This is an optimization exercise on Yosys and OpenROAD, whose aim is small area, not a production implementation.
In this exercise RTL edits were held to simulation tests only and were not proved equivalent to the original.
Power figures rest on the tool's default switching activity, not on a simulated workload.

[design/flow/design.v]
`default_nettype none
package pa_pipe_pkg;
    localparam int DATA_W = 32;
    localparam int ADDR_W = 5;
    typedef logic [ADDR_W-1:0] reg_idx_t;
    typedef logic [DATA_W-1:0] word_t;
    localparam reg_idx_t REG_ZERO = '0;
endpackage
`default_nettype wire
`default_nettype none
module pa_rf_aoi3 (
    input  logic [2:0] s,
    input  logic [2:0] d,
    output logic       y
);
    assign y = ~|(s & d);
endmodule
module pa_rf_ao22 (
    input  logic [1:0] s,
    input  logic [1:0] d,
    output logic       y
);
    assign y = |(s & d);
endmodule
module pa_rf_dec #(
    parameter bit HAS_EN = 1'b0
) (
    input  logic        en,
    input  logic [4:0]  a,
    output logic [31:1] y
);
    logic [3:0] w_lo;
    logic [7:0] w_hi;
    for (genvar k = 0; k < 4; k++) begin : g_lo
        assign w_lo[k] = (HAS_EN ? en : 1'b1) & (a[1:0] == 2'(k));
    end
    for (genvar k = 0; k < 8; k++) begin : g_hi
        assign w_hi[k] = (a[4:2] == 3'(k));
    end
    for (genvar i = 1; i < 32; i++) begin : g_y
        assign y[i] = w_lo[i % 4] & w_hi[i / 4];
    end
endmodule
module pa_rf_cnt_step #(
    parameter int W = 6
) (
    input  logic [W-1:0] cnt,
    input  logic         clr,
    output logic [W-1:0] up,
    output logic [W-1:0] dn
);
    assign up = clr ? cnt : cnt + W'(1);
    assign dn = clr ? cnt - W'(1) : cnt;
endmodule
module pa_regfile_array #(
    parameter int NTERMS = 32
) (
    input  logic [NTERMS-1:0] sel,
    input  logic [NTERMS-1:0] data,
    output logic              y
);
    localparam int N3 = NTERMS / 3;
    localparam int NL = NTERMS % 3;
    logic [N3-1:0] w_g_n;
    for (genvar g = 0; g < N3; g++) begin : g_grp
        pa_rf_aoi3 u_aoi (
            .s (sel[3*g +: 3]),
            .d (data[3*g +: 3]),
            .y (w_g_n[g])
        );
    end
    if (NL == 0) begin : g_even
        assign y = ~&w_g_n;
    end else begin : g_left
        assign y = ~&w_g_n | |(sel[NTERMS-1 -: NL] & data[NTERMS-1 -: NL]);
    end
endmodule
`default_nettype wire
`default_nettype none
module pa_rf_scoreboard #(
    parameter int DATA_W = 32,
    parameter int ADDR_W = 5,
    parameter int NREGS  = 32
) (
    input  logic              clk,
    input  logic              rst_n,
    input  logic              issue_valid,
    output logic              issue_ready,
    input  logic [ADDR_W-1:0] issue_rs,
    input  logic [ADDR_W-1:0] issue_rt,
    input  logic [ADDR_W-1:0] issue_rd,
    input  logic              issue_wen,
    output logic              op_valid,
    output logic [DATA_W-1:0] rs_data,
    output logic [DATA_W-1:0] rt_data,
    output logic [ADDR_W-1:0] op_rd,
    input  logic              wb_valid,
    input  logic [ADDR_W-1:0] wb_rd,
    input  logic [DATA_W-1:0] wb_data,
    output logic [ADDR_W:0]   pending_cnt,
    output logic              wb_err
);
    localparam int NTERMS = NREGS;        
    logic [DATA_W-1:0] r_regs [NREGS];
    logic [NREGS-1:1]  r_valid;
    logic [NREGS-1:1]  r_busy;
    logic [NREGS-1:1]  w_wsel;            
    logic [NREGS-1:1]  w_wsel_l;          
    logic [NREGS-1:1]  w_dec_a, w_dec_b, w_dec_d;
    logic [NREGS-1:1]  w_rd_ok;           
    logic [NTERMS-1:0] w_sel_a, w_sel_b;
    logic              w_wb_act;
    logic              w_byp_a, w_byp_b, w_byp_d;
    logic              w_lk_a, w_lk_b, w_lk_d, w_busy_w;
    logic              w_accept;
    logic              w_hold;
    logic              w_set_en;
    logic [DATA_W-1:0] w_rd_a, w_rd_b;
    logic [DATA_W-1:0] w_rs_nxt, w_rt_nxt;
    logic [ADDR_W:0]   w_cnt_up, w_cnt_dn, w_cnt_nxt;
    logic              r_op_valid;
    logic [DATA_W-1:0] r_rs_data;
    logic [DATA_W-1:0] r_rt_data;
    logic [ADDR_W-1:0] r_op_rd;
    logic [ADDR_W:0]   r_pending_cnt;
    logic              r_wb_err;
    pa_rf_dec #(.HAS_EN(1'b1)) u_dec_w (.en(wb_valid), .a(wb_rd),    .y(w_wsel));
    pa_rf_dec #(.HAS_EN(1'b1)) u_dec_l (.en(wb_valid), .a(wb_rd),    .y(w_wsel_l));
    pa_rf_dec #(.HAS_EN(1'b0)) u_dec_a (.en(1'b1),     .a(issue_rs), .y(w_dec_a));
    pa_rf_dec #(.HAS_EN(1'b0)) u_dec_b (.en(1'b1),     .a(issue_rt), .y(w_dec_b));
    pa_rf_dec #(.HAS_EN(1'b0)) u_dec_d (.en(1'b1),     .a(issue_rd), .y(w_dec_d));
    assign w_wb_act = wb_valid & (wb_rd != '0);
    pa_regfile_array #(.NTERMS(NREGS-1)) u_bz_a (.sel(w_dec_a), .data(r_busy), .y(w_lk_a));
    pa_regfile_array #(.NTERMS(NREGS-1)) u_bz_b (.sel(w_dec_b), .data(r_busy), .y(w_lk_b));
    pa_regfile_array #(.NTERMS(NREGS-1)) u_bz_d (.sel(w_dec_d), .data(r_busy), .y(w_lk_d));
    assign w_byp_a  = w_wb_act & (wb_rd == issue_rs);
    assign w_byp_b  = w_wb_act & (wb_rd == issue_rt);
    assign w_byp_d  = w_wb_act & (wb_rd == issue_rd);
    assign w_busy_w = |(w_wsel_l & r_busy);
    assign issue_ready = ~(w_lk_a & ~w_byp_a) & ~(w_lk_b & ~w_byp_b)
                       & ~(issue_wen & w_lk_d & ~w_byp_d);
    assign w_accept    = issue_valid & issue_ready;
    assign w_hold      = ~w_accept;
    assign w_set_en    = w_accept & issue_wen & (issue_rd != '0);
    always_ff @(posedge clk or negedge rst_n) begin
        if (!rst_n) begin
            r_valid <= '0;
        end else begin
            r_valid <= r_valid | w_wsel_l;
        end
    end
    for (genvar i = 1; i < NREGS; i++) begin : g_word
        always_ff @(posedge clk) begin
            if (w_wsel[i]) begin
                r_regs[i] <= wb_data;
            end
        end
    end
    assign w_rd_ok = r_valid & ~w_wsel_l;
    assign w_sel_a = {w_dec_a & w_rd_ok, w_byp_a};
    assign w_sel_b = {w_dec_b & w_rd_ok, w_byp_b};
    for (genvar j = 0; j < DATA_W; j++) begin : g_bit
        logic [NTERMS-1:0] w_col;
        assign w_col[0] = wb_data[j];
        for (genvar i = 1; i < NREGS; i++) begin : g_reg
            assign w_col[i] = r_regs[i][j];
        end
        pa_regfile_array #(.NTERMS(NTERMS)) u_rd_a (.sel(w_sel_a), .data(w_col), .y(w_rd_a[j]));
        pa_regfile_array #(.NTERMS(NTERMS)) u_rd_b (.sel(w_sel_b), .data(w_col), .y(w_rd_b[j]));
        pa_rf_ao22 u_hold_a (.s({w_accept, w_hold}), .d({w_rd_a[j], r_rs_data[j]}), .y(w_rs_nxt[j]));
        pa_rf_ao22 u_hold_b (.s({w_accept, w_hold}), .d({w_rd_b[j], r_rt_data[j]}), .y(w_rt_nxt[j]));
    end
    pa_rf_cnt_step #(.W(ADDR_W+1)) u_cnt (
        .cnt (r_pending_cnt),
        .clr (w_busy_w),
        .up  (w_cnt_up),
        .dn  (w_cnt_dn)
    );
    for (genvar k = 0; k <= ADDR_W; k++) begin : g_cnt
        pa_rf_ao22 u_cnt_sel (.s({w_set_en, ~w_set_en}), .d({w_cnt_up[k], w_cnt_dn[k]}), .y(w_cnt_nxt[k]));
    end
    always_ff @(posedge clk or negedge rst_n) begin
        if (!rst_n) begin
            r_busy        <= '0;
            r_pending_cnt <= '0;
            r_wb_err      <= 1'b0;
        end else begin
            r_busy        <= (r_busy & ~w_wsel_l) | ({(NREGS-1){w_set_en}} & w_dec_d);
            r_pending_cnt <= w_cnt_nxt;
            if (w_wb_act && !w_busy_w) begin
                r_wb_err <= 1'b1;
            end
        end
    end
    always_ff @(posedge clk or negedge rst_n) begin
        if (!rst_n) begin
            r_op_valid <= 1'b0;
            r_rs_data  <= '0;
            r_rt_data  <= '0;
            r_op_rd    <= '0;
        end else begin
            r_op_valid <= w_accept;
            r_rs_data  <= w_rs_nxt;
            r_rt_data  <= w_rt_nxt;
            if (w_accept) begin
                r_op_rd <= issue_rd;
            end
        end
    end
    assign op_valid    = r_op_valid;
    assign rs_data     = r_rs_data;
    assign rt_data     = r_rt_data;
    assign op_rd       = r_op_rd;
    assign pending_cnt = r_pending_cnt;
    assign wb_err      = r_wb_err;
endmodule
`default_nettype wire
[design/flow/constraint.sdc]
create_clock -name core_clock -period 6.0 [get_ports {clk}]
set_input_delay 1.2000 -clock core_clock [delete_from_list [all_inputs] [get_ports {clk}]]
set_output_delay 1.2000 -clock core_clock [all_outputs]
set_load 0.01 [all_outputs]
[design/flow/config.mk]
export PLATFORM = sky130hd
export DESIGN_NAME = pa_rf_scoreboard
export DESIGN_NICKNAME = pa_rf_scoreboard
export VERILOG_FILES = /design/flow/design.v
export SDC_FILE = /design/flow/constraint.sdc
export NUM_CORES = 4
export LEC_CHECK = 0
export CAP_MARGIN = 20
export CORE_MARGIN = 2
export CORE_UTILIZATION = 55
export CTS_BUF_LIST = sky130_fd_sc_hd__clkbuf_16
export CTS_CLUSTER_DIAMETER = 80
export CTS_CLUSTER_SIZE = 30
export SLEW_MARGIN = 20
export SYNTH_HIERARCHICAL = 1
export SYNTH_MINIMUM_KEEP_SIZE = 0
[design/flow/run.sh]
#!/bin/bash
# synth_recipe.tcl (not shown) runs the flow's synth.tcl, then flattens the netlist and writes it again
# the make line also repeats each setting of config.mk as NAME=value (left out here)
make -C /OpenROAD-flow-scripts/flow DESIGN_CONFIG=/design/flow/config.mk WORK_HOME=/design/flow/orfs CLKGATE_MAP_FILE= SYNTH_SCRIPT=/design/flow/synth_recipe.tcl finish
==> results of run 1 <==
-- worst max path at each step --
stage                      from                      to  slack [ns]  depth (start not counted)
floorplan              wb_rd[4]  r_rs_data[0]$_DFF_PN0_        1.38                          7
global placement    issue_rt[1]             issue_ready        0.43                         10
detailed placement  issue_rt[1]             issue_ready        0.51                         10
CTS                 issue_rt[1]             issue_ready        0.49                         10
global route        issue_rt[0]             issue_ready        0.36                         10
finish              issue_rt[1]             issue_ready        0.43                         10
-- per-stage QoR --
stage / setup WS [ns] / util (%) / area (µm²) / std cells
after floorplan: 1.38 / - / 46100 / 2718
after global placement: 0.435 / 60.9 / 50700 / 4095
after detailed placement: 0.509 / 60.9 / 50700 / 4095
after CTS: 0.490 / 62.7 / 52200 / 4185
after global routing: 0.357 / 62.7 / 52200 / 4185
final: 0.429 / 62.7 / 52200 / 4185
-- routing by layer --
layer	global-route usage, %	share of wire (%)
met5	0	0
met4	26.3	7.8
met3	9.09	14
met2	63.2	45
met1	51.8	33
-- final cells by class --
class                           instances  area (µm²)
Sequential cell                      1131       33300
Fill cell                            6034       31000
Multi-Input combinational cell       1527       12900
Timing Repair Buffer                  321        3010
Tap cell                             1080        1350
Clock buffer                           49        1230
Clock inverter                         41         330
Inverter                               36         135
-- cell usage in the layout, fill, tap and decap left out, types with 3 or more instances in the layout --
cell type	count
inv_6	4
nor2_4	32
or2_2	36
a22oi_1	12
dfrtp_1	139
or4_4	65
edfxtp_1	992
a2111o_1	3
nand2_1	108
or3b_4	9
buf_4	166
xor2_1	5
nand2b_1	12
clkbuf_16	49
and3b_2	59
nand4_1	138
inv_12	3
nor2_1	128
nand3b_1	9
or3_1	3
clkdlybuf4s50_1	133
buf_12	21
nand4bb_1	6
o22ai_2	8
and3b_1	3
o22ai_1	23
mux2_2	5
inv_1	58
nand4b_1	8
a222oi_1	671
a22o_1	135
xnor2_1	19
nand3_1	8
-- state kept, by name, indices dropped and copies added (netlist names) --
name	cells
r_busy	31
r_op_rd	5
r_op_valid	1
r_pending_cnt	6
r_regs	992
r_rs_data	32
r_rt_data	32
r_valid	31
r_wb_err	1
-- power by group through the flow --
stage | combinational [mW] | clock [mW] | sequential [mW]
finish | 2.04 | 4.12 | 9.37
global route | 2.12 | 4.39 | 9.40
CTS | 2.02 | 4.13 | 9.36
detailed placement | 2.01 | 0 | 9.54
global placement | 1.97 | 0 | 9.53
floorplan | 0.824 | 0 | 9.44
==> reports/results.ini, run 1 <==
[status]
status = finished clean

[logic_synthesis]
synthCells = 2718
synth.avg_cell_area_um2 = 17.0
yosysWarnings = 8
synth_fp_nets = 2777
synth_area_um2 = 46100

[drt]
num_vias = 34557
drt_iter0_drc = 8137
wl_per_cell_um = 42.5
ant_nets = 0
drt-total-wl_um = 178000
firstDrtPassIters = 12
drc = 0
drt-vias-per-instance = 8.26

[die]
die_h_um = 294
die-area_um2 = 86200
die-width_um = 294
core_area_um2 = 83300
ios = 135
num_rows = 106
start_util_pct = 55.4

[timing]
setup_viol = 0
layout_min_cycle_time_ns = 5.57
fin_skew_ns = 0.0577
finalMaxSlewViolations = 0
rsz0062_at_grt = no
tns_ns = 0
fmax_mhz = 179
finalCritPeriodShare_pct = 92.9
finalHoldViolations = 0
slew_headroom_pct = 16.3
hold_ws_ns = 0.448
worst_pin_slew_ns = 1.25

[final_layout]
area_growth_pct = 13.3
diodes = 0
drive_gt1_share_pct = 15.4
nets = 3125

[placed_design]
gp_congestion = 0.987
portBuffers = 134
hpwl_um = 107000

[power]
power.leakage_nw = 17.2
netSwitchingPower_mw = 4.02
power_switching_share_pct = 25.9
power_frac_seq_pct = 60.3
comb_power_share_pct = 13.1
power_mw = 15.5
internal-power_mw = 11.5
clockPowerShare_pct = 26.5
ir_drop_v = 0.000376
power.density_nw_per_um2 = 297

[grt]
antenna_found_initial = 1
grt_pass1_vias = 33949
grt_max_degree = 59
grt_overflow = 0
grt_pass1_wl_um = 246000
gr-usage-all-layers_pct = 40.6

[clocking]
cts_made_buffers = 49
cts_hold_buf = 0
cts_max_path_buffers = 3
cts_tree = done
post_cts_buffers = 0
h-tree-depth = 2
clkLatencyLatePin_ns = 0.67
cts_root_buf = clkbuf_16
clock_sinks = 1131
clk_pin_slew_ns = 0.09
ctsResizeCount = 0

[setup_path]
required_ns = 4.80
worst-path-buf-inv = 3
cpMostUsedCell = clkdlybuf4s50_1
critical-path-top-delay-family = buffers and inverters
worstPathCellList = clkdlybuf4s50_1, nand2b_1, nor2_1, a222oi_1, nand4_1, a2111o_1, o31ai_2, nand3_2, inv_1, clkdlybuf4s50_1
cp_slowest_cell = a222oi_1
cp_data_arrival_time_ns = 4.37
rr_worst_depth = 8
rr_startpoint = r_busy[19]$_DFF_PN0_
crit_path_max_fanout = 8
max_stage_delay_ns = 0.58
r2r_end = r_pending_cnt[0]$_DFF_PN0_
startpoint_type = input pin
end_kind = primary output
crit_type = in2out
regToRegSetupSlack_ns = 2.81

[worst_hold_path]
min_path_type = in2async

[flow_run]
cap_violations = 0

==> run 2, diff against run 1 <==
==> design/flow/flow/run.sh (new file) <==
#!/bin/bash
# Layout flow: the standard ORFS flow (standard.sh, synthesis unchanged)
# with two settings passed to ORFS through its environment:
#  - port buffers use buf_2 instead of the default delay buffer;
#  - CTS without dummy loads, clkbuf_16 clusters of up to 30 sinks.
# ORFS's output goes to standard.log in this folder.
set -euo pipefail
export BUFFER_PORTS_ARGS="-buffer_cell sky130_fd_sc_hd__buf_2"
export CTS_ARGS="-sink_clustering_enable -repair_clock_nets -buf_list sky130_fd_sc_hd__clkbuf_16 -sink_clustering_size 30 -sink_clustering_max_diameter 80 -dont_use_dummy_load"
bash standard.sh > standard.log 2>&1
==> design/flow/standard.sh (new file) <==
#!/bin/bash
# synth_recipe.tcl (not shown) runs the flow's synth.tcl, then flattens the netlist and writes it again
# the make line also repeats each setting of config.mk as NAME=value (left out here)
make -C /OpenROAD-flow-scripts/flow DESIGN_CONFIG=/design/flow/config.mk WORK_HOME=/design/flow/orfs CLKGATE_MAP_FILE= SYNTH_SCRIPT=/design/flow/synth_recipe.tcl "${@:-finish}"
removed: design/flow/run.sh
==> reports/results.ini, run 2 <==
[status]
status = finished clean

[placed_design]
place_area_um2 = 48800  ; -3.7%
dp.cells = 3963  ; -3.2%
gp_congestion = 1.00  ; +1.6%
hpwl_um = 106000  ; -0.24%
portBuffers = 134  ; unchanged
dp_worst_setup_slack_ns = 0.777  ; +0.268 ns

[timing]
layout_min_cycle_time_ns = 5.27  ; -0.297 ns
postLayoutSetupSlackWorst_ns = 0.725  ; +0.297 ns
tns_ns = 0  ; unchanged
finalCritPeriodShare_pct = 87.9  ; -4.9 points
slew_headroom_pct = 18.4  ; +2.0 points
worst_pin_slew_ns = 1.22  ; -0.0302 ns
finalMaxSlewViolations = 0  ; unchanged
setup_viol = 0  ; unchanged
fin_skew_ns = 0.116  ; +0.0582 ns
rsz0062_at_grt = no
finalHoldViolations = 0  ; unchanged
fmax_mhz = 190  ; +5.6%
hold_ws_ns = 0.473  ; +0.0245 ns

[grt]
gr-usage-met3_pct = 6.81  ; -2.3 points
grt.met1_usage_pct = 51.8  ; about the same
grtUsageMet2_pct = 63.6  ; +0.36 points
grt_overflow = 0  ; unchanged
gr-usage-all-layers_pct = 39.7  ; -0.96 points
grt_pass1_vias = 32020  ; -5.7%
grt_max_degree = 70  ; +19%
antenna_found_initial = 2  ; +1
busiest_layer = met2
grt_pass1_wl_um = 241000  ; -2.1%

[drt]
num_vias = 33632  ; -2.7%
drt_iter0_drc = 8711  ; +7.1%
wl_per_cell_um = 43.5  ; +2.4%
drt-vias-per-instance = 8.38  ; +1.5%
ant_nets = 0  ; unchanged
drc = 0  ; unchanged
drt-total-wl_um = 175000  ; -1.8%
firstDrtPassIters = 13  ; +1

[die]
die-width_um = 294  ; unchanged
die_h_um = 294  ; unchanged
die-area_um2 = 86200  ; unchanged
num_rows = 106  ; unchanged
core_area_um2 = 83300  ; unchanged
ios = 135  ; unchanged
start_util_pct = 55.4  ; unchanged

[setup_path]
cp_data_arrival_time_ns = 4.07  ; -0.30 ns
critical-path-top-delay-family = compound AO/OA/AOI/OAI gates
worst-path-buf-inv = 4  ; +1
cpMostUsedCell = buf_2
crit_type = in2out
crit_path_max_fanout = 34  ; +26
startpoint_type = input pin
worstPathCellList = buf_2, nand2b_1, nor2_1, a222oi_1, nand4_1, a2111o_1, o41ai_4, nand3_2, buf_4, inv_1, buf_2
max_stage_delay_ns = 0.63  ; +0.05 ns
cp_slowest_cell = a222oi_1
end_kind = primary output
required_ns = 4.80  ; about the same

[power]
clockPowerShare_pct = 25.4  ; -1.1 points
power_mw = 15.0  ; -3.7%
power.leakage_nw = 16.3  ; -5.0%
netSwitchingPower_mw = 3.84  ; -4.5%
power_switching_share_pct = 25.7  ; -0.21 points
internal-power_mw = 11.1  ; -3.5%
ir_drop_v = 0.000311  ; -17%
power_frac_seq_pct = 63.2  ; +2.9 points
power.density_nw_per_um2 = 299  ; +0.53%
comb_power_share_pct = 11.4  ; -1.7 points

[final_layout]
fin_area_um2 = 50000  ; -4.3%
top_regs = r_regs x992, r_rs_data x32, r_rt_data x32
largest_reg_flops = 992  ; unchanged
area_growth_pct = 8.44
regMostFlops = r_regs
nets = 2993  ; -4.2%
instances_no_fill = 4013  ; -4.1%
post-route-util_pct = 60.1  ; -2.7 points
final_cell_mix = 992 x edfxtp_1, 671 x a222oi_1, 139 x dfrtp_1
drive_gt1_share_pct = 15.9  ; +0.50 points
final_common_cell = edfxtp_1

[logic_synthesis]
synthCells = 2718  ; unchanged
synth_fp_nets = 2777  ; unchanged
synth_area_um2 = 46100  ; unchanged
synth.avg_cell_area_um2 = 17.0  ; unchanged
yosysWarnings = 8  ; unchanged

[clocking]
h-tree-depth = 2  ; unchanged
clk_pin_slew_ns = 0.06  ; -0.03 ns
cts_root_buf = clkbuf_16
post_cts_buffers = 0  ; unchanged
ctsResizeCount = 0  ; unchanged
cts_tree = done
cts_made_buffers = 49  ; unchanged
clkLatencyLatePin_ns = 0.68  ; about the same
cts_max_path_buffers = 3  ; unchanged
cts_hold_buf = 0  ; unchanged
clock_sinks = 1131  ; unchanged

[flow_run]
cap_violations = 0  ; unchanged

[worst_hold_path]
min_path_type = reg2reg

-- run 2: cell count changes in the layout (fill, tap and decap cells not counted), sizes merged --
cell	change
clkinvlp	-1
diode	+1
clkdlybuf4s50	-133
inv	-33
clkinv	-7
buf	+1
-- run 2: area by class of cell --
cell class | count | area, µm²
antenna | 1 | 2.50
clock buffer | 49 | 1230
fill | 6204 | 33300
inverter | 36 | 135
multi-input combinational | 1527 | 12900
sequential | 1131 | 33300
tap | 1080 | 1350
timing repair buffer | 189 | 1110
-- run 2: metal layers --
layer / vias up / wire length, µm / part of all wire [%]
met3: 549 / 23400 / 13
met2: 3166 / 81200 / 46
met1: 16704 / 57600 / 33
met4: 2 / 12500 / 7.1
met5: - / 11 / 0.0063
li1: 13211 / - / -
-- run 2: power groups by stage --
stage	logic, mW	registers [mW]	clock network, mW
5_1_grt	1.79	9.48	4.04
6_report	1.70	9.46	3.79
3_3_place_gp	1.65	9.60	0
4_1_cts	1.69	9.43	3.79
3_5_place_dp	1.69	9.61	0
2_1_floorplan	0.824	9.44	0
-- run 2: worst paths after layout --
kind / start / end / slack, ns / depth (start not counted)
setup / recovery: issue_rs[1] / issue_ready / 0.73 / 11
hold / removal: r_valid[4]$_DFF_PN0_ / r_valid[4]$_DFF_PN0_ / 0.47 / 1
setup reg to reg: r_busy[19]$_DFF_PN0_ / r_rt_data[18]$_DFF_PN0_ / 2.56 / 9
hold reg to reg: r_valid[4]$_DFF_PN0_ / r_valid[4]$_DFF_PN0_ / 0.47 / 1
max in group asynchronous: rst_n / r_rt_data[13]$_DFF_PN0_ / 4.10 / 2
min in group asynchronous: rst_n / r_rs_data[0]$_DFF_PN0_ / 0.61 / 1
==> run 3, diff against run 2 <==
--- a/design/flow/config.mk
+++ b/design/flow/config.mk
@@ -7,7 +7,7 @@
 export LEC_CHECK = 0
 export CAP_MARGIN = 20
 export CORE_MARGIN = 2
-export CORE_UTILIZATION = 55
+export CORE_UTILIZATION = 50
 export CTS_BUF_LIST = sky130_fd_sc_hd__clkbuf_16
 export CTS_CLUSTER_DIAMETER = 80
 export CTS_CLUSTER_SIZE = 30
==> reports/results.ini, run 3 <==
[status]
status = finished clean

[placed_design]
hpwl_um = 111000  ; +4.8%
portBuffers = 134  ; unchanged
gp_congestion = 1.01  ; +0.44%

[timing]
setup_viol = 0  ; unchanged
finalHoldViolations = 0  ; unchanged
tns_ns = 0  ; unchanged
finalMaxSlewViolations = 0  ; unchanged
finalCritPeriodShare_pct = 87.3  ; -0.57 points
layout_min_cycle_time_ns = 5.24  ; -0.0342 ns
hold_ws_ns = 0.476  ; +0.00372 ns
fin_skew_ns = 0.0853  ; -0.0306 ns
worst_pin_slew_ns = 1.24  ; +0.0138 ns
fmax_mhz = 191  ; +0.65%
slew_headroom_pct = 17.4  ; -0.92 points
rsz0062_at_grt = no

[worst_hold_path]
min_from = r_wb_err$_DFFE_PN0P_
min_to = r_wb_err$_DFFE_PN0P_
min_path_cells = 1  ; unchanged
min_path_type = reg2reg

[die]
num_rows = 111  ; +4.7%
start_util_pct = 50.4  ; -5.0 points
die-width_um = 308  ; +4.8%
die-area_um2 = 94700  ; +9.9%
ios = 135  ; unchanged
die_h_um = 308  ; +4.8%
core_area_um2 = 91500  ; +9.9%

[final_layout]
regMostFlops = r_regs
nets = 3040  ; +1.6%
area_growth_pct = 9.54
fillerInstances = 7199  ; +16%
top_regs = r_regs x992, r_rs_data x32, r_rt_data x32
drive_gt1_share_pct = 16.7  ; +0.79 points
final_common_cell = edfxtp_1
final_cell_mix = 992 x edfxtp_1, 671 x a222oi_1, 139 x dfrtp_1
largest_reg_flops = 992  ; unchanged

[setup_path]
crit_path_max_fanout = 34  ; unchanged
max_stage_delay_ns = 0.52  ; -0.11 ns
cp_slowest_cell = a222oi_1
crit_type = in2out
rr_startpoint = r_busy[16]$_DFF_PN0_
critical-path-top-delay-family = simple AND/OR/NAND/NOR gates
required_ns = 4.80  ; about the same
startpoint_type = input pin
r2r_end = r_pending_cnt[1]$_DFF_PN0_
cp_data_arrival_time_ns = 4.04  ; -0.03 ns
cpMostUsedCell = buf_2
regToRegSetupSlack_ns = 2.65  ; +0.09 ns
rr_worst_depth = 8  ; -1
end_kind = primary output
worstPathCellList = buf_2, nand2b_1, nor2_1, a222oi_1, nand4_1, a2111o_1, o31ai_2, nand3_2, buf_4, inv_1, buf_2
worst-path-buf-inv = 4  ; unchanged

[power]
power.density_nw_per_um2 = 298  ; -0.25%
netSwitchingPower_mw = 3.89  ; +1.3%
internal-power_mw = 11.2  ; +0.58%
comb_power_share_pct = 11.7  ; +0.3 points
clockPowerShare_pct = 25.7  ; +0.3 points
power_frac_seq_pct = 62.6  ; -0.6 points
power_mw = 15.1  ; +0.76%
power.leakage_nw = 16.6  ; +1.7%
ir_drop_v = 0.000314  ; +0.83%
power_switching_share_pct = 25.8  ; +0.13 points

[logic_synthesis]
synthCells = 2718  ; unchanged
yosysWarnings = 8  ; unchanged
synth_fp_nets = 2777  ; unchanged
synth.avg_cell_area_um2 = 17.0  ; unchanged
synth_area_um2 = 46100  ; unchanged

[clocking]
clkLatencyLatePin_ns = 0.69  ; about the same
cts_root_buf = clkbuf_16
post_cts_buffers = 0  ; unchanged
cts_made_buffers = 51  ; +4.1%
cts_max_path_buffers = 3  ; unchanged
clk_pin_slew_ns = 0.08  ; +0.02 ns
ctsResizeCount = 0  ; unchanged
h-tree-depth = 2  ; unchanged
cts_tree = done
clock_sinks = 1131  ; unchanged
cts_hold_buf = 0  ; unchanged

[grt]
antenna_found_initial = 4  ; +2
grt_pass1_vias = 32329  ; +0.97%
gr-usage-all-layers_pct = 37.7  ; -1.9 points
grt_pass1_wl_um = 251000  ; +4.1%
grt_overflow = 0  ; unchanged
grt_max_degree = 70  ; unchanged

[drt]
drt-vias-per-instance = 8.21  ; -2.0%
drt-total-wl_um = 182000  ; +4.0%
drt_iter0_drc = 8887  ; +2.0%
wl_per_cell_um = 43.6  ; +0.16%
firstDrtPassIters = 13  ; unchanged
drc = 0  ; unchanged
num_vias = 34205  ; +1.7%
ant_nets = 0  ; unchanged

[flow_run]
cap_violations = 0  ; unchanged

[run 3: stage by stage]
step	area [µm²]	util, %	instances	worst slack [ns]
after floorplan	46100	-	2718	1.38
after global placement	49200	53.8	4113	0.794
after detailed placement	49200	53.8	4113	0.861
after CTS	50500	55.2	4164	0.855
after global routing	50500	55.2	4165	0.685
final	50500	55.2	4166	0.760
[run 3: final cells by class]
type / count / area [µm²] / area share (%)
flip-flops and latches: 1131 / 33300 / 65.8
inverters: 36 / 135 / 0.267
well taps: 1186 / 1480 / 2.94
clock buffers: 51 / 1280 / 2.53
diodes: 1 / 2.50 / 0.00495
multi-input cells: 1527 / 12900 / 25.6
repair buffers: 234 / 1450 / 2.87
[run 3: worst max-delay path by stage]
stage                 from                endpoint  slack (ns)  cells after the start
2_1_floorplan     wb_rd[4]  r_rs_data[0]$_DFF_PN0_        1.38                      7
3_3_place_gp   issue_rt[1]             issue_ready        0.79                     11
3_5_place_dp   issue_rt[0]             issue_ready        0.86                     11
4_1_cts        issue_rt[0]             issue_ready        0.86                     11
5_1_grt        issue_rt[1]             issue_ready        0.68                     11
6_report       issue_rt[1]             issue_ready        0.76                     11
[run 3: layer usage]
metal,vias to the layer above,global-route usage [%],wire [µm]
met1,17199,50.0,62700
li1,13297,-,-
met2,3164,58.3,81200
met3,541,7.39,25100
met5,-,0,27
met4,4,21.7,12500
[run 3: power by group through the flow]
stage	logic (mW)	clock network, mW	registers [mW]
finish	1.76	3.87	9.44
global route	1.85	4.16	9.46
CTS	1.75	3.89	9.42
detailed placement	1.75	0	9.59
global placement	1.72	0	9.59
floorplan	0.824	0	9.44
==> run 4, diff against run 3 <==
==> design/flow/config.mk (replaced) <==
export PLATFORM = sky130hd
export DESIGN_NAME = pa_rf_scoreboard
export DESIGN_NICKNAME = pa_rf_scoreboard
export VERILOG_FILES = /design/flow/design.v
export SDC_FILE = /design/flow/constraint.sdc
export NUM_CORES = 4
export LEC_CHECK = 0
export CAP_MARGIN = 10
export CORE_MARGIN = 2
export CORE_UTILIZATION = 55
export CTS_BUF_LIST = sky130_fd_sc_hd__clkbuf_16
export CTS_CLUSTER_DIAMETER = 80
export CTS_CLUSTER_SIZE = 30
export SLEW_MARGIN = 10
export SYNTH_HIERARCHICAL = 1
export SYNTH_MINIMUM_KEEP_SIZE = 0
==> reports/results.ini, run 4 <==
[final_layout]
final_cell_mix = 992 x edfxtp_1, 671 x a222oi_1, 139 x dfrtp_1
drive_gt1_share_pct = 15.9  ; -0.82 points
top_regs = r_regs x992, r_rs_data x32, r_rt_data x32
diodes = 0  ; -1
nets = 2993  ; -1.5%
largest_reg_flops = 992  ; unchanged
fillerInstances = 6196  ; -14%
area_growth_pct = 8.42
fin_area_um2 = 50000  ; -1.0%
instances_no_fill = 4012  ; -3.7%
regMostFlops = r_regs
final_common_cell = edfxtp_1

[setup_path]
worst-path-buf-inv = 4  ; unchanged
cp_slowest_cell = a222oi_1
required_ns = 4.80  ; about the same
cp-startpoint = issue_rs[0]
critical-path-top-delay-family = compound AO/OA/AOI/OAI gates
crit_type = in2out
crit_path_max_fanout = 34  ; unchanged
max_stage_delay_ns = 0.57  ; +0.05 ns
startpoint_type = input pin
end_kind = primary output
worstPathCellList = buf_2, nand2b_1, nor2_1, a222oi_1, nand4_1, a2111o_1, o41ai_4, nand3_2, buf_4, inv_1, buf_2
cpMostUsedCell = buf_2
rr_startpoint = r_busy[16]$_DFF_PN0_
cp_data_arrival_time_ns = 4.01  ; -0.03 ns

[clocking]
clkLatencyLatePin_ns = 0.67  ; -0.02 ns
cts_tree = done
post_cts_buffers = 0  ; unchanged
h-tree-depth = 2  ; unchanged
cts_max_path_buffers = 3  ; unchanged
clk_pin_slew_ns = 0.04  ; -0.04 ns
cts_root_buf = clkbuf_16
ctsResizeCount = 0  ; unchanged
clock_sinks = 1131  ; unchanged
cts_hold_buf = 0  ; unchanged
cts_made_buffers = 50  ; -2.0%

[die]
die-area_um2 = 86200  ; -9.0%
ios = 135  ; unchanged
num_rows = 106  ; -4.5%
die-width_um = 294  ; -4.6%
die_h_um = 294  ; -4.6%
start_util_pct = 55.4  ; +5.0 points
core_area_um2 = 83300  ; -9.0%

[power]
power.density_nw_per_um2 = 299  ; +0.37%
power.leakage_nw = 16.3  ; -1.7%
ir_drop_v = 0.000356  ; +13%

[timing]
fmax_mhz = 192  ; +0.62%
worst_pin_slew_ns = 1.29  ; +0.0513 ns
slew_headroom_pct = 14.0  ; -3.4 points
layout_min_cycle_time_ns = 5.21  ; -0.0324 ns
tns_ns = 0  ; unchanged
finalCritPeriodShare_pct = 86.8  ; -0.54 points
fin_skew_ns = 0.0965  ; +0.0112 ns
finalMaxSlewViolations = 0  ; unchanged
setup_viol = 0  ; unchanged
rsz0062_at_grt = no
finalHoldViolations = 0  ; unchanged

[worst_hold_path]
min_from = r_valid[31]$_DFF_PN0_
min_path_type = reg2reg

[placed_design]
dp.cells = 3962  ; -3.7%
gp_congestion = 1.00  ; -0.44%
place_area_um2 = 48800  ; -0.96%
portBuffers = 134  ; unchanged
hpwl_um = 106000  ; -4.8%

[drt]
drt-vias-per-instance = 8.40  ; +2.3%
wl_per_cell_um = 43.5  ; -0.13%
firstDrtPassIters = 15  ; +2
drt_iter0_drc = 8813  ; -0.83%
drc = 0  ; unchanged
drt-total-wl_um = 175000  ; -3.8%
ant_nets = 0  ; unchanged
num_vias = 33714  ; -1.4%

[grt]
grt_pass1_wl_um = 241000  ; -3.9%
grt_max_degree = 70  ; unchanged
grt_overflow = 0  ; unchanged
antenna_found_initial = 2  ; -2
grt_pass1_vias = 32038  ; -0.90%
gr-usage-all-layers_pct = 39.7  ; +2.0 points

[logic_synthesis]
synth_fp_nets = 2777  ; unchanged
synthCells = 2718  ; unchanged
synth_area_um2 = 46100  ; unchanged
synth.avg_cell_area_um2 = 17.0  ; unchanged
yosysWarnings = 8  ; unchanged

[flow_run]
cap_violations = 0  ; unchanged

[status]
status = finished clean

[run 4: path summary, 6_finish.rpt]
kind,to,slack [ns],depth (start not counted)
hold / removal,r_valid[31]$_DFF_PN0_,0.48,1
max in group asynchronous,r_rt_data[13]$_DFF_PN0_,4.07,2
setup reg to reg,r_rs_data[11]$_DFF_PN0_,2.65,9
setup / recovery,issue_ready,0.79,11
min in group asynchronous,r_busy[1]$_DFF_PN0_,0.60,1
hold reg to reg,r_valid[31]$_DFF_PN0_,0.48,1
[run 4: worst register-to-register path: cells and delay by family, from the launching register on]
kind / cells / cell delay [ns]
simple gates: 2 / 0.64
flops: 1 / 0.48
compound gates: 4 / 1.38
buf+inv: 3 / 0.82
[run 4: routing by layer]
layer  share of wire, %  track usage [%]  vias to the layer above
met3                 14             6.87                      553
met1                 33             51.5                    16745
met5              0.013                0                        -
li1                   -                -                    13205
met2                 47             63.8                     3207
met4                7.0             22.3                        4
[run 4: area by class of cell]
type                       count  area (µm²)  share of cell area (%)
tap                         1080        1350                    2.70
inverter                      36         135                   0.270
clock buffer                  50        1250                    2.50
multi-input combinational   1527       12900                    25.9
timing repair buffer         188        1080                    2.16
sequential                  1131       33300                    66.5
[run 4: stage by stage]
step	worst slack (ns)	util (%)	total power, mW	hold WS (ns)
after floorplan	1.38	-	10.3	0.444
after CTS	0.816	60.0	15.0	0.473
final	0.792	60.1	15.0	0.479
after global placement	0.768	58.5	11.3	0.458
after global routing	0.724	60.1	15.3	0.489
after detailed placement	0.832	58.5	11.3	0.462
[run 4: power breakdown]
part	leakage (nW)	switching (mW)	total, mW	internal (mW)
clock	0.616	2.32	3.81	1.49
combinational	5.03	1.00	1.70	0.700
sequential	10.7	0.509	9.46	8.95
==> run 5, diff against run 4 <==
==> design/flow/flow/run.sh (replaced) <==
#!/bin/bash
# Layout flow: the standard ORFS flow (standard.sh, synthesis unchanged)
# with two settings passed to ORFS through its environment:
#  - port buffers use buf_1 instead of the default delay buffer;
#  - CTS without dummy loads, clkbuf_16 clusters of up to 30 sinks.
# ORFS's output goes to standard.log in this folder.
set -euo pipefail
export BUFFER_PORTS_ARGS="-buffer_cell sky130_fd_sc_hd__buf_1"
export CTS_ARGS="-sink_clustering_enable -repair_clock_nets -buf_list sky130_fd_sc_hd__clkbuf_16 -sink_clustering_size 30 -sink_clustering_max_diameter 80 -dont_use_dummy_load"
bash standard.sh > standard.log 2>&1
==> reports/results.ini, run 5 <==
[timing]
layout_min_cycle_time_ns = 5.25  ; +0.0384 ns
finalMaxSlewViolations = 0  ; unchanged
fin_skew_ns = 0.0946  ; -0.00192 ns
slew_headroom_pct = 11.0  ; -3.0 points
finalHoldViolations = 0  ; unchanged
tns_ns = 0  ; unchanged
finalCritPeriodShare_pct = 87.4  ; +0.64 points
worst_pin_slew_ns = 1.33  ; +0.0418 ns
fmax_mhz = 191  ; -0.73%
setup_viol = 0  ; unchanged
rsz0062_at_grt = no

[grt]
grt_pass1_wl_um = 243000  ; +0.85%
antenna_found_initial = 2  ; unchanged
gr-usage-all-layers_pct = 39.9  ; +0.22 points
grt_pass1_vias = 32738  ; +2.2%
grt_max_degree = 140  ; +100%
grt_overflow = 0  ; unchanged

[drt]
num_vias = 33941  ; +0.67%
drt-met1-wl_um = 59300  ; +4.0%
drc = 0  ; unchanged
drt-total-wl_um = 176000  ; +0.53%
drt-vias-per-instance = 8.36  ; -0.49%
routed.top_layer = met5
drt_iter0_drc = 7952  ; -9.8%
wl_met2_um = 80300  ; -1.7%
firstDrtPassIters = 13  ; -2
wl_per_cell_um = 43.3  ; -0.63%
ant_nets = 0  ; unchanged
wl_met3_um = 24000  ; +0.97%

[die]
core_area_um2 = 83300  ; unchanged
ios = 135  ; unchanged
die-area_um2 = 86200  ; unchanged
num_rows = 106  ; unchanged
die-width_um = 294  ; unchanged
die_h_um = 294  ; unchanged
start_util_pct = 55.4  ; unchanged

[logic_synthesis]
synth.avg_cell_area_um2 = 17.0  ; unchanged
synth_area_um2 = 46100  ; unchanged
synth_fp_nets = 2777  ; unchanged
synthCells = 2718  ; unchanged
yosysWarnings = 8  ; unchanged

[final_layout]
post-route-util_pct = 60.3  ; +0.22 points
top_regs = r_regs x992, r_rs_data x32, r_rt_data x32
final_cell_mix = 992 x edfxtp_1, 671 x a222oi_1, 139 x dfrtp_1
largest_reg_flops = 992  ; unchanged
area_growth_pct = 8.82
drive_gt1_share_pct = 12.7  ; -3.2 points
regMostFlops = r_regs
multi_input_area_um2 = 12900  ; about the same
nets = 3039  ; +1.5%
fillerInstances = 6194  ; -0.032%
final_common_cell = edfxtp_1
regArea_um2 = 33300  ; unchanged
instances_no_fill = 4059  ; +1.2%

[setup_path]
crit_path_max_fanout = 8  ; -76%
startpoint_type = input pin
end_kind = primary output
required_ns = 4.80  ; about the same
cp_data_arrival_time_ns = 4.05  ; +0.04 ns
crit_type = in2out

[power]
power.density_nw_per_um2 = 297  ; -0.83%
ir_drop_v = 0.000282  ; -21%
power.leakage_nw = 16.1  ; -1.3%

[clocking]
cts_root_buf = clkbuf_16
cts_tree = done
ctsResizeCount = 0  ; unchanged
clk_pin_slew_ns = 0.05  ; about the same
cts_made_buffers = 49  ; -2.0%
h-tree-depth = 2  ; unchanged
cts_hold_buf = 0  ; unchanged
post_cts_buffers = 0  ; unchanged
clock_sinks = 1131  ; unchanged
clkLatencyLatePin_ns = 0.67  ; about the same
cts_max_path_buffers = 3  ; unchanged

[worst_hold_path]
min_path_type = reg2reg

[placed_design]
portBuffers = 134  ; unchanged
dp.cells = 4008  ; +1.2%
gp_congestion = 1.04  ; +3.7%
hpwl_um = 108000  ; +1.8%

[status]
status = finished clean

[flow_run]
cap_violations = 0  ; unchanged

## run 5: per-layer routing
layer  up-vias  track usage, %
met1     17000            52.9
li1      13305               -
met4         2            23.4
met3       474            7.21
met2      3160            62.2
met5         -               0
## run 5: through the flow
stage                     power, mW  setup WS (ns)  hold WS [ns]  area (µm²)
final                          14.9          0.754         0.485       50200
after global routing           15.3          0.729         0.498       50200
after CTS                      14.9          0.823         0.480       50200
after detailed placement       11.2          0.815         0.462       48900
after global placement         11.2          0.741         0.461       48900
after floorplan                10.3           1.38         0.444       46100
## run 5: power breakdown
group | leakage (nW) | internal, mW | switching (mW)
clock | 0.604 | 1.47 | 2.33
sequential | 10.7 | 8.95 | 0.440
combinational | 4.83 | 0.655 | 1.07
total | 16.1 | 11.1 | 3.83
## run 5: area by class of cell
type,instances,area share [%]
antenna,1,0.00499
clock buffer,49,2.44
inverter,36,0.269
multi-input combinational,1527,25.7
sequential,1131,66.3
tap,1080,2.69
timing repair buffer,235,2.57
## run 5: critical path, stage by stage
cell	delay, ns
buf_1	0.23
nand2b_1	0.47
nor2_1	0.20
a222oi_1	0.68
nand4_1	0.30
a2111o_1	0.47
o311ai_4	0.11
nand3_2	0.13
inv_1	0.10
buf_1	0.16
## run 5: worst paths after layout
kind / start / endpoint / slack [ns] / depth (start not counted)
max: issue_rd[1] / issue_ready / 0.75 / 10
min: r_valid[2]$_DFF_PN0_ / r_valid[2]$_DFF_PN0_ / 0.48 / 1
max reg2reg: r_busy[21]$_DFF_PN0_ / r_pending_cnt[5]$_DFF_PN0_ / 2.51 / 8
min reg2reg: r_valid[2]$_DFF_PN0_ / r_valid[2]$_DFF_PN0_ / 0.48 / 1
max in group asynchronous: rst_n / r_busy[31]$_DFF_PN0_ / 4.45 / 2
min in group asynchronous: rst_n / r_pending_cnt[3]$_DFF_PN0_ / 0.60 / 2
==> run 6, diff against run 5 <==
--- a/design/flow/config.mk
+++ b/design/flow/config.mk
@@ -7,7 +7,7 @@
 export LEC_CHECK = 0
 export CAP_MARGIN = 10
 export CORE_MARGIN = 2
-export CORE_UTILIZATION = 55
+export CORE_UTILIZATION = 58
 export CTS_BUF_LIST = sky130_fd_sc_hd__clkbuf_16
 export CTS_CLUSTER_DIAMETER = 80
 export CTS_CLUSTER_SIZE = 30
==> reports/results.ini, run 6 <==
[status]
status = finished clean

[timing]
fmax_mhz = 189  ; -0.78%
rsz0062_at_grt = no
worst_pin_slew_ns = 1.32  ; -0.0138 ns
setup_viol = 0  ; unchanged
finalCritPeriodShare_pct = 88.1  ; +0.69 points
layout_min_cycle_time_ns = 5.29  ; +0.0414 ns
slew_headroom_pct = 12.2  ; +1.1 points
tns_ns = 0  ; unchanged
finalHoldViolations = 0  ; unchanged
fin_skew_ns = 0.117  ; +0.0226 ns
finalMaxSlewViolations = 0  ; unchanged

[grt]
grt_overflow = 0  ; unchanged
gr-usage-all-layers_pct = 42.1  ; +2.2 points
grt_pass1_vias = 33188  ; +1.4%
grt_pass1_wl_um = 245000  ; +0.52%
antenna_found_initial = 3  ; +1
grt_max_degree = 140  ; unchanged

[setup_path]
worst-path-buf-inv = 3  ; unchanged
cp_slowest_cell = nand2b_1
cpMostUsedCell = buf_1
crit_type = in2out
end_kind = primary output
rr_startpoint = r_busy[1]$_DFF_PN0_
required_ns = 4.80  ; about the same
max_stage_delay_ns = 0.68  ; about the same
r2r_end = r_pending_cnt[3]$_DFF_PN0_
regToRegSetupSlack_ns = 2.49  ; -0.02 ns
startpoint_type = input pin
path_depth = 10  ; unchanged
worstPathCellList = buf_1, nand2b_1, nor2_1, a222oi_1, nand4_1, a2111o_1, o31ai_2, nand3_2, inv_1, buf_1
cp_data_arrival_time_ns = 4.09  ; +0.04 ns
crit_path_max_fanout = 8  ; unchanged
critical-path-top-delay-family = simple AND/OR/NAND/NOR gates
rr_worst_depth = 8  ; unchanged

[power]
ir_drop_v = 0.000381  ; +35%
power_mw = 14.9  ; about the same
power_switching_share_pct = 25.7  ; about the same
power.density_nw_per_um2 = 297  ; +0.12%
netSwitchingPower_mw = 3.83  ; about the same
power.leakage_nw = 16.1  ; -0.11%
internal-power_mw = 11.1  ; about the same
comb_power_share_pct = 11.4  ; -0.2 points
clockPowerShare_pct = 25.4  ; about the same
power_frac_seq_pct = 63.2  ; +0.2 points

[final_layout]
nets = 3035  ; -0.13%
top_regs = r_regs x992, r_rs_data x32, r_rt_data x32
final_cell_mix = 992 x edfxtp_1, 671 x a222oi_1, 139 x dfrtp_1
regMostFlops = r_regs
post-route-util_pct = 63.5  ; +3.3 points
drive_gt1_share_pct = 12.6  ; -0.15 points
largest_reg_flops = 992  ; unchanged
diodes = 0  ; -1
area_growth_pct = 8.63
final_common_cell = edfxtp_1

[drt]
wl_per_cell_um = 43.5  ; +0.48%
drt-vias-per-instance = 8.60  ; +2.9%
num_vias = 34617  ; +2.0%
drt_iter0_drc = 8897  ; +12%
drt-total-wl_um = 175000  ; -0.38%
drc = 0  ; unchanged
firstDrtPassIters = 11  ; -2
ant_nets = 0  ; unchanged

[logic_synthesis]
synth.avg_cell_area_um2 = 17.0  ; unchanged
yosysWarnings = 8  ; unchanged
synth_fp_nets = 2777  ; unchanged
synth_area_um2 = 46100  ; unchanged
synthCells = 2718  ; unchanged

[flow_run]
cap_violations = 0  ; unchanged

[worst_hold_path]
min_to = r_valid[31]$_DFF_PN0_
min_path_type = reg2reg
min_from = r_valid[31]$_DFF_PN0_
min_path_cells = 1  ; unchanged

[clocking]
cts_max_path_buffers = 3  ; unchanged
h-tree-depth = 2  ; unchanged
cts_hold_buf = 0  ; unchanged
clk_pin_slew_ns = 0.04  ; about the same
clock_sinks = 1131  ; unchanged
cts_tree = done
ctsResizeCount = 0  ; unchanged
cts_root_buf = clkbuf_16
clkLatencyLatePin_ns = 0.68  ; about the same
cts_made_buffers = 49  ; unchanged
post_cts_buffers = 0  ; unchanged

[die]
die-area_um2 = 81800  ; -5.1%
die-width_um = 286  ; -2.6%
ios = 135  ; unchanged
start_util_pct = 58.5  ; +3.1 points
num_rows = 103  ; -2.8%
die_h_um = 286  ; -2.6%
core_area_um2 = 78900  ; -5.3%

[placed_design]
gp_congestion = 1.02  ; -2.1%
portBuffers = 134  ; unchanged
hpwl_um = 107000  ; -1.4%

run 6: routing by layer:
metal  wire length [µm]  GRT usage, %  vias to the layer above  part of all wire (%)
li1                   -             -                    13299                     -
met5                 39             0                        -                 0.022
met2              78800          65.3                     3602                    45
met3              27200          9.55                      636                    16
met4              12700          24.3                        6                   7.2
met1              56200          55.1                    17074                    32
run 6: area by class of cell:
type                       instances  area (µm²)
multi-input combinational       1527       12900
inverter                          36         135
fill                            5693       28800
sequential                      1131       33300
tap                             1050        1310
timing repair buffer             231        1250
clock buffer                      49        1230
run 6: worst max-delay path by stage:
stage           startpoint                       to  slack [ns]
5_1_grt        issue_rt[1]              issue_ready        0.79
2_1_floorplan     wb_rd[4]   r_rs_data[0]$_DFF_PN0_        1.38
4_1_cts        issue_rt[1]              issue_ready        0.89
3_5_place_dp      wb_rd[2]  r_rs_data[22]$_DFF_PN0_        0.77
6_report       issue_rt[1]              issue_ready        0.71
3_3_place_gp      wb_rd[2]  r_rt_data[22]$_DFF_PN0_        0.81
run 6: power by group through the flow:
stage / clock, mW / sequential (mW) / combinational [mW]
2_1_floorplan: 0 / 9.44 / 0.824
3_5_place_dp: 0 / 9.55 / 1.66
6_report: 3.79 / 9.41 / 1.69
3_3_place_gp: 0 / 9.54 / 1.63
5_1_grt: 4.04 / 9.43 / 1.77
4_1_cts: 3.79 / 9.38 / 1.67
run 6: metrics by stage:
step	cell area [µm²]	setup WS, ns	instances	hold WS, ns
floorplan	46100	1.38	2718	0.444
global placement	48900	0.807	3975	0.455
detailed placement	48900	0.768	3975	0.466
CTS	50100	0.887	4024	0.477
global route	50100	0.788	4024	0.501
finish	50100	0.712	4024	0.483
==> run 7, diff against run 6 <==
--- a/design/flow/design.v
+++ b/design/flow/design.v
@@ -104,7 +104,8 @@
     logic [DATA_W-1:0] r_regs [NREGS];
     logic [NREGS-1:1]  r_valid;
     logic [NREGS-1:1]  r_busy;
-    logic [NREGS-1:1]  w_wsel;            
+    logic [NREGS-1:1]  w_wsel_lo;         
+    logic [NREGS-1:1]  w_wsel_hi;         
     logic [NREGS-1:1]  w_wsel_l;          
     logic [NREGS-1:1]  w_dec_a, w_dec_b, w_dec_d;
     logic [NREGS-1:1]  w_rd_ok;           
@@ -124,7 +125,8 @@
     logic [ADDR_W-1:0] r_op_rd;
     logic [ADDR_W:0]   r_pending_cnt;
     logic              r_wb_err;
-    pa_rf_dec #(.HAS_EN(1'b1)) u_dec_w (.en(wb_valid), .a(wb_rd),    .y(w_wsel));
+    pa_rf_dec #(.HAS_EN(1'b1)) u_dec_wl (.en(wb_valid), .a(wb_rd),   .y(w_wsel_lo));
+    pa_rf_dec #(.HAS_EN(1'b1)) u_dec_wh (.en(wb_valid), .a(wb_rd),   .y(w_wsel_hi));
     pa_rf_dec #(.HAS_EN(1'b1)) u_dec_l (.en(wb_valid), .a(wb_rd),    .y(w_wsel_l));
     pa_rf_dec #(.HAS_EN(1'b0)) u_dec_a (.en(1'b1),     .a(issue_rs), .y(w_dec_a));
     pa_rf_dec #(.HAS_EN(1'b0)) u_dec_b (.en(1'b1),     .a(issue_rt), .y(w_dec_b));
@@ -151,8 +153,13 @@
     end
     for (genvar i = 1; i < NREGS; i++) begin : g_word
         always_ff @(posedge clk) begin
-            if (w_wsel[i]) begin
-                r_regs[i] <= wb_data;
+            if (w_wsel_lo[i]) begin
+                r_regs[i][DATA_W/2-1:0] <= wb_data[DATA_W/2-1:0];
+            end
+        end
+        always_ff @(posedge clk) begin
+            if (w_wsel_hi[i]) begin
+                r_regs[i][DATA_W-1:DATA_W/2] <= wb_data[DATA_W-1:DATA_W/2];
             end
         end
     end
==> design/flow/flow/run.sh (replaced) <==
#!/bin/bash
# Layout flow: the standard ORFS flow (standard.sh, synthesis unchanged)
# with two settings passed to ORFS through its environment:
#  - port buffers use buf_2 instead of the default delay buffer;
#  - CTS without dummy loads, clkbuf_16 clusters of up to 30 sinks.
# ORFS's output goes to standard.log in this folder.
set -euo pipefail
export BUFFER_PORTS_ARGS="-buffer_cell sky130_fd_sc_hd__buf_2"
export CTS_ARGS="-sink_clustering_enable -repair_clock_nets -buf_list sky130_fd_sc_hd__clkbuf_16 -sink_clustering_size 30 -sink_clustering_max_diameter 80 -dont_use_dummy_load"
bash standard.sh > standard.log 2>&1
==> design/flow/config.mk (replaced) <==
export PLATFORM = sky130hd
export DESIGN_NAME = pa_rf_scoreboard
export DESIGN_NICKNAME = pa_rf_scoreboard
export VERILOG_FILES = /design/flow/design.v
export SDC_FILE = /design/flow/constraint.sdc
export NUM_CORES = 4
export LEC_CHECK = 0
export CAP_MARGIN = 20
export CORE_MARGIN = 2
export CORE_UTILIZATION = 60
export CTS_BUF_LIST = sky130_fd_sc_hd__clkbuf_16
export CTS_CLUSTER_DIAMETER = 80
export CTS_CLUSTER_SIZE = 30
export SLEW_MARGIN = 20
export SYNTH_HIERARCHICAL = 1
export SYNTH_MINIMUM_KEEP_SIZE = 0
==> reports/results.ini, run 7 <==
[die]
core_area_um2 = 76200  ; -3.4%
num_rows = 101  ; -1.9%
die-area_um2 = 79500  ; -2.8%
start_util_pct = 60.8  ; +2.3 points
ios = 135  ; unchanged
die-width_um = 282  ; -1.4%
die_h_um = 282  ; -1.4%

[clocking]
post_cts_buffers = 0  ; unchanged
cts_max_path_buffers = 3  ; unchanged
cts_root_buf = clkbuf_16
ctsResizeCount = 0  ; unchanged
cts_hold_buf = 0  ; unchanged
cts_tree = done
cts_made_buffers = 48  ; -2.0%
clk_pin_slew_ns = 0.11  ; +0.07 ns
clkLatencyLatePin_ns = 0.67  ; about the same
clock_sinks = 1131  ; unchanged
h-tree-depth = 2  ; unchanged

[timing]
tns_ns = 0  ; unchanged
fin_skew_ns = 0.0845  ; -0.0326 ns
worst_pin_slew_ns = 1.31  ; -0.00409 ns
postLayoutSetupSlackWorst_ns = 0.526  ; -0.187 ns
rsz0062_at_grt = no
layout_min_cycle_time_ns = 5.47  ; +0.187 ns
hold_ws_ns = 0.471  ; -0.0124 ns
slew_headroom_pct = 12.4  ; +0.27 points
setup_viol = 0  ; unchanged
finalMaxSlewViolations = 0  ; unchanged
finalCritPeriodShare_pct = 91.2  ; +3.1 points
fmax_mhz = 183  ; -3.4%
finalHoldViolations = 0  ; unchanged

[final_layout]
nets = 3088  ; +1.7%
area_growth_pct = 8.70  ; about the same
largest_reg_flops = 992  ; unchanged
regMostFlops = r_regs
drive_gt1_share_pct = 16.0  ; +3.4 points
post-route-util_pct = 66.1  ; +2.6 points
fin_area_um2 = 50400  ; +0.56%
final_common_cell = edfxtp_1
final_cell_mix = 992 x edfxtp_1, 671 x a222oi_1, 159 x nor2_1
instances_no_fill = 4061  ; +0.92%
top_regs = r_regs x992, r_rs_data x32, r_rt_data x32

[setup_path]
crit_path_max_fanout = 8  ; unchanged
crit_type = in2out
max_stage_delay_ns = 0.81  ; +0.13 ns
required_ns = 4.80  ; about the same
startpoint_type = input pin
worst-path-buf-inv = 3  ; unchanged
cpMostUsedCell = buf_2
worstPathCellList = buf_2, nand2b_1, nor2_1, a222oi_1, nand4_1, a2111o_1, o311ai_4, nand3_2, inv_1, buf_2
end_kind = primary output
critical-path-top-delay-family = compound AO/OA/AOI/OAI gates
cp_slowest_cell = a222oi_1
cp_data_arrival_time_ns = 4.27  ; +0.18 ns

[grt]
grt_pass1_vias = 32989  ; -0.60%
antenna_found_initial = 5  ; +2
gr-usage-all-layers_pct = 42.7  ; +0.57 points
grt_max_degree = 70  ; -50%
grt_overflow = 0  ; unchanged
grt_pass1_wl_um = 238000  ; -2.5%

[logic_synthesis]
synth_area_um2 = 46400  ; +0.49%
synth.avg_cell_area_um2 = 16.8  ; -1.2%
synthCells = 2764  ; +1.7%
synth_fp_nets = 2823  ; +1.7%
yosysWarnings = 8  ; unchanged

[placed_design]
place_area_um2 = 49100  ; +0.53%
portBuffers = 134  ; unchanged
gp_congestion = 1.10  ; +7.8%
dp_worst_setup_slack_ns = 0.708  ; -0.0603 ns
hpwl_um = 105000  ; -1.5%
dp.cells = 4007  ; +0.81%

[drt]
ant_nets = 0  ; unchanged
num_vias = 34708  ; +0.26%
drt_iter0_drc = 9028  ; +1.5%
wl_per_cell_um = 42.2  ; -2.9%
drt-total-wl_um = 172000  ; -2.0%
drc = 0  ; unchanged
drt-vias-per-instance = 8.55  ; -0.65%
firstDrtPassIters = 12  ; +1

[power]
ir_drop_v = 0.000336  ; -12%
power.leakage_nw = 16.7  ; +3.6%
power_mw = 14.9  ; -0.22%
power.density_nw_per_um2 = 295  ; -0.77%

[flow_run]
cap_violations = 0  ; unchanged

[status]
status = finished clean

[worst_hold_path]
min_path_type = in2async

run 7: changes by cell type in the layout (fill, tap and decap cells not counted), moves of 2 or more:
| cell | delta |
|---|---|
| buf_2 | +133 |
| nand4bb_1 | +3 |
| buf_6 | +3 |
| buf_8 | +2 |
| nor2_1 | +31 |
| buf_4 | +8 |
| and3b_2 | -33 |
| and3b_1 | +32 |
| nand4b_1 | +3 |
| diode_2 | +4 |
| nor2_2 | +24 |
| nand2b_1 | +2 |
| nor2_4 | -24 |
| buf_1 | -132 |
run 7: worst register-to-register path, stage by stage (launching register included):
cell,delay (ns)
dfrtp_1,0.48
a222oi_1,0.72
nand4_1,0.40
a2111o_1,0.52
o311ai_4,0.12
nand3_2,0.14
buf_4,0.31
nand2b_1,0.36
a22o_1,0.31
run 7: worst paths after layout:
path	from	endpoint	slack, ns	cells past startpoint
setup / recovery	issue_rd[1]	issue_ready	0.53	10
hold / removal	rst_n	r_pending_cnt[4]$_DFF_PN0_	0.47	1
setup reg to reg	r_busy[19]$_DFF_PN0_	r_pending_cnt[1]$_DFF_PN0_	2.53	8
hold reg to reg	r_wb_err$_DFFE_PN0P_	r_wb_err$_DFFE_PN0P_	0.48	1
max in group asynchronous	rst_n	r_valid[11]$_DFF_PN0_	4.28	2
min in group core_clock	r_wb_err$_DFFE_PN0P_	r_wb_err$_DFFE_PN0P_	0.48	1
run 7: power breakdown:
part	internal, mW	switching [mW]
logic	0.710	1.04
clock network	1.44	2.28
registers	8.95	0.444
total	11.1	3.76
run 7: area by class of cell:
class / count / area [µm²]
Antenna cell: 4 / 10.0
Clock buffer: 48 / 1200
Fill cell: 5314 / 25800
Inverter: 36 / 135
Multi-Input combinational cell: 1570 / 13000
Sequential cell: 1131 / 33300
Tap cell: 1030 / 1290
Timing Repair Buffer: 242 / 1510
run 7: routing by layer:
layer / part of all wire, % / GRT usage [%]
met5: 0.0087 / 0
met4: 9.0 / 30.2
met3: 15 / 8.92
met2: 44 / 65.0
met1: 32 / 55.2
==> run 8, diff against run 7 <==
--- a/design/flow/config.mk
+++ b/design/flow/config.mk
@@ -7,10 +7,11 @@
 export LEC_CHECK = 0
 export CAP_MARGIN = 20
 export CORE_MARGIN = 2
-export CORE_UTILIZATION = 60
+export CORE_UTILIZATION = 65
 export CTS_BUF_LIST = sky130_fd_sc_hd__clkbuf_16
 export CTS_CLUSTER_DIAMETER = 80
 export CTS_CLUSTER_SIZE = 30
+export GPL_TIMING_DRIVEN = 0
 export SLEW_MARGIN = 20
 export SYNTH_HIERARCHICAL = 1
 export SYNTH_MINIMUM_KEEP_SIZE = 0
==> reports/results.ini, run 8 <==
[status]
status = finished clean

[final_layout]
final_cell_mix = 992 x edfxtp_1, 671 x a222oi_1, 139 x nand4_1, 139 x dfrtp_1, 137 x buf_2
top_regs = r_regs x992, r_rs_data x32, r_rt_data x32
largest_reg_flops = 992  ; unchanged
instances_no_fill = 4014  ; -1.2%
nets = 3135  ; +1.5%
area_growth_pct = 11.9
fillerInstances = 4248  ; -20%
drive_gt1_share_pct = 18.7  ; +2.7 points
fin_area_um2 = 51900  ; +2.9%
diodes = 0  ; -4
final_common_cell = edfxtp_1
regMostFlops = r_regs

[drt]
ant_nets = 0  ; unchanged
firstDrtPassIters = 12  ; unchanged
num_vias = 35047  ; +0.98%
drc = 0  ; unchanged
drt_iter0_drc = 9060  ; +0.35%
drt-total-wl_um = 162000  ; -5.6%
wl_per_cell_um = 40.3  ; -4.5%
drt-vias-per-instance = 8.73  ; +2.2%

[timing]
fmax_mhz = 173  ; -5.5%
finalHoldViolations = 0  ; unchanged
finalMaxSlewViolations = 0  ; unchanged
setup_viol = 0  ; unchanged
slew_headroom_pct = 38.5  ; +26 points
layout_min_cycle_time_ns = 5.79  ; +0.319 ns
worst_pin_slew_ns = 0.921  ; -0.393 ns
fin_skew_ns = 0.0492  ; -0.0353 ns
finalCritPeriodShare_pct = 96.6  ; +5.3 points
rsz0062_at_grt = no

[clocking]
post_cts_buffers = 0  ; unchanged
clock_sinks = 1131  ; unchanged
h-tree-depth = 2  ; unchanged
cts_made_buffers = 47  ; -2.1%
clkLatencyLatePin_ns = 0.66  ; about the same
cts_hold_buf = 0  ; unchanged
cts_max_path_buffers = 3  ; unchanged
cts_tree = done
ctsResizeCount = 0  ; unchanged
cts_root_buf = clkbuf_16
clk_pin_slew_ns = 0.07  ; -0.04 ns

[placed_design]
hpwl_um = 109000  ; +3.5%
place_area_um2 = 50700  ; +3.1%
portBuffers = 134  ; unchanged
gp_congestion = 0.997  ; -9.2%
dp.cells = 3967  ; -1.0%

[die]
num_rows = 97  ; -4.0%
start_util_pct = 66.0  ; +5.1 points
die-area_um2 = 73500  ; -7.6%
die-width_um = 271  ; -3.9%
ios = 135  ; unchanged
die_h_um = 271  ; -3.9%
core_area_um2 = 70300  ; -7.8%

[power]
power.leakage_nw = 17.1  ; +2.7%
power.density_nw_per_um2 = 285  ; -3.4%
ir_drop_v = 0.000295  ; -12%
power_mw = 14.8  ; -0.53%

[grt]
gr-usage-all-layers_pct = 43.5  ; +0.82 points
antenna_found_initial = 5  ; unchanged
grt_overflow = 0  ; unchanged
grt_pass1_wl_um = 230000  ; -3.5%
grt_pass1_vias = 33619  ; +1.9%
grt_max_degree = 74  ; +5.7%

[setup_path]
cp_data_arrival_time_ns = 4.59  ; +0.32 ns
startpoint_type = input pin
crit_path_max_fanout = 10  ; +2
end_kind = primary output
required_ns = 4.80  ; about the same
crit_type = in2out

[worst_hold_path]
min_path_type = reg2reg

[flow_run]
cap_violations = 0  ; unchanged

[logic_synthesis]
synthCells = 2764  ; unchanged
synth_fp_nets = 2823  ; unchanged
yosysWarnings = 8  ; unchanged
synth_area_um2 = 46400  ; unchanged
synth.avg_cell_area_um2 = 16.8  ; unchanged

## run 8: cell count changes in the layout (fill, tap and decap cells not counted), sizes merged
cell    previous run  this run
buf              242       268
clkbuf            48        69
diode              4         0
## run 8: power breakdown
group / internal (mW) / total (mW) / switching [mW]
Sequential: 8.95 / 9.29 / 0.338
Combinational: 0.755 / 1.83 / 1.08
Clock: 1.41 / 3.66 / 2.26
## run 8: layer usage
layer	vias up	routed length (µm)	global-route usage [%]
li1	13551	-	-
met1	16950	49700	54.6
met2	3819	72600	66.9
met3	721	25600	11.5
met4	6	13900	29.6
met5	-	39	0
## run 8: final timing paths
| path | from | cells past startpoint | slack (ns) | to |
|---|---|---|---|---|
| min reg2reg | r_wb_err$_DFFE_PN0P_ | 1 | 0.48 | r_wb_err$_DFFE_PN0P_ |
| max reg2reg | r_busy[1]$_DFF_PN0_ | 8 | 1.80 | r_rt_data[29]$_DFF_PN0_ |
| max | issue_rs[1] | 12 | 0.21 | issue_ready |
| min in group asynchronous | rst_n | 1 | 0.53 | r_busy[24]$_DFF_PN0_ |
| min | r_wb_err$_DFFE_PN0P_ | 1 | 0.48 | r_wb_err$_DFFE_PN0P_ |
| max in group asynchronous | rst_n | 2 | 4.65 | r_valid[29]$_DFF_PN0_ |
## run 8: stage by stage
stage,hold slack [ns],utilization [%],worst slack (ns),TNS [ns]
after floorplan,0.444,-,1.38,0
after global placement,0.457,68.6,-2.97,-133.59
after detailed placement,0.461,72.1,0.408,0
after CTS,0.482,73.8,0.397,0
after global routing,0.502,73.8,0.336,0
final,0.479,73.8,0.206,0
## run 8: final cells by class
class | count | area, µm² | area share [%]
tap | 940 | 1180 | 2.27
clock buffer | 47 | 1180 | 2.27
sequential | 1131 | 33300 | 64.1
timing repair buffer | 263 | 2880 | 5.55
buffer | 27 | 139 | 0.268
multi-input combinational | 1570 | 13100 | 25.2
inverter | 36 | 138 | 0.265
## run 8: critical path, stage by stage
cell      delay, ns
buf_2          0.14
nand2b_1       0.11
clkbuf_1       0.50
nor2_1         0.17
a222oi_1       0.70
nand4_1        0.42
a2111o_1       0.48
o41ai_4        0.11
nand3_2        0.29
buf_6          0.27
inv_1          0.07
buf_2          0.12

what the ideal ports hide:
How much do the figures lean on ideal ports? The routed layouts below were timed once more, with nothing changed but the port constraints. Step 1, drivers: a clkbuf_16 drives clk and a buf_2 each remaining input, both assumed. Step 2, shift: input delay + t, output delay - t, t = (earliest + latest rising clock arrival at the registers) / 2. This alone moves slack from input paths to output paths. a / b / c = ideal / step 1 / step 2; a / b = the first two.
| run | shift t [ns] | setup slack, ns | worst setup path at the end | clock arrival spread, ns |
|---|---|---|---|---|
| run 1 | 0.715 | 0.429 / 0.393 / 0.233 | input to register | 0.061 / 0.062 |
| run 2 | 0.701 | 0.725 / 0.699 / 0.699 | input to output | 0.122 / 0.121 |
| run 3 | 0.718 | 0.760 / 0.729 / 0.696 | input to register | 0.085 / 0.085 |
| run 4 | 0.699 | 0.792 / 0.766 / 0.766 | input to output | 0.100 / 0.100 |
| run 5 | 0.692 | 0.754 / 0.731 / 0.634 | input to register | 0.095 / 0.095 |
| run 6 | 0.692 | 0.712 / 0.687 / 0.474 | input to register | 0.119 / 0.119 |
| run 7 | 0.700 | 0.526 / 0.502 / 0.502 | input to output | 0.091 / 0.091 |
| run 8 | 0.703 | 0.206 / 0.171 / 0.084 | input to register | 0.052 / 0.052 |
After both steps setup and hold are still met in every run listed. The setup slack of run 6, which loses most, moves by -0.025 ns with the drivers and by -0.238 ns with both steps.
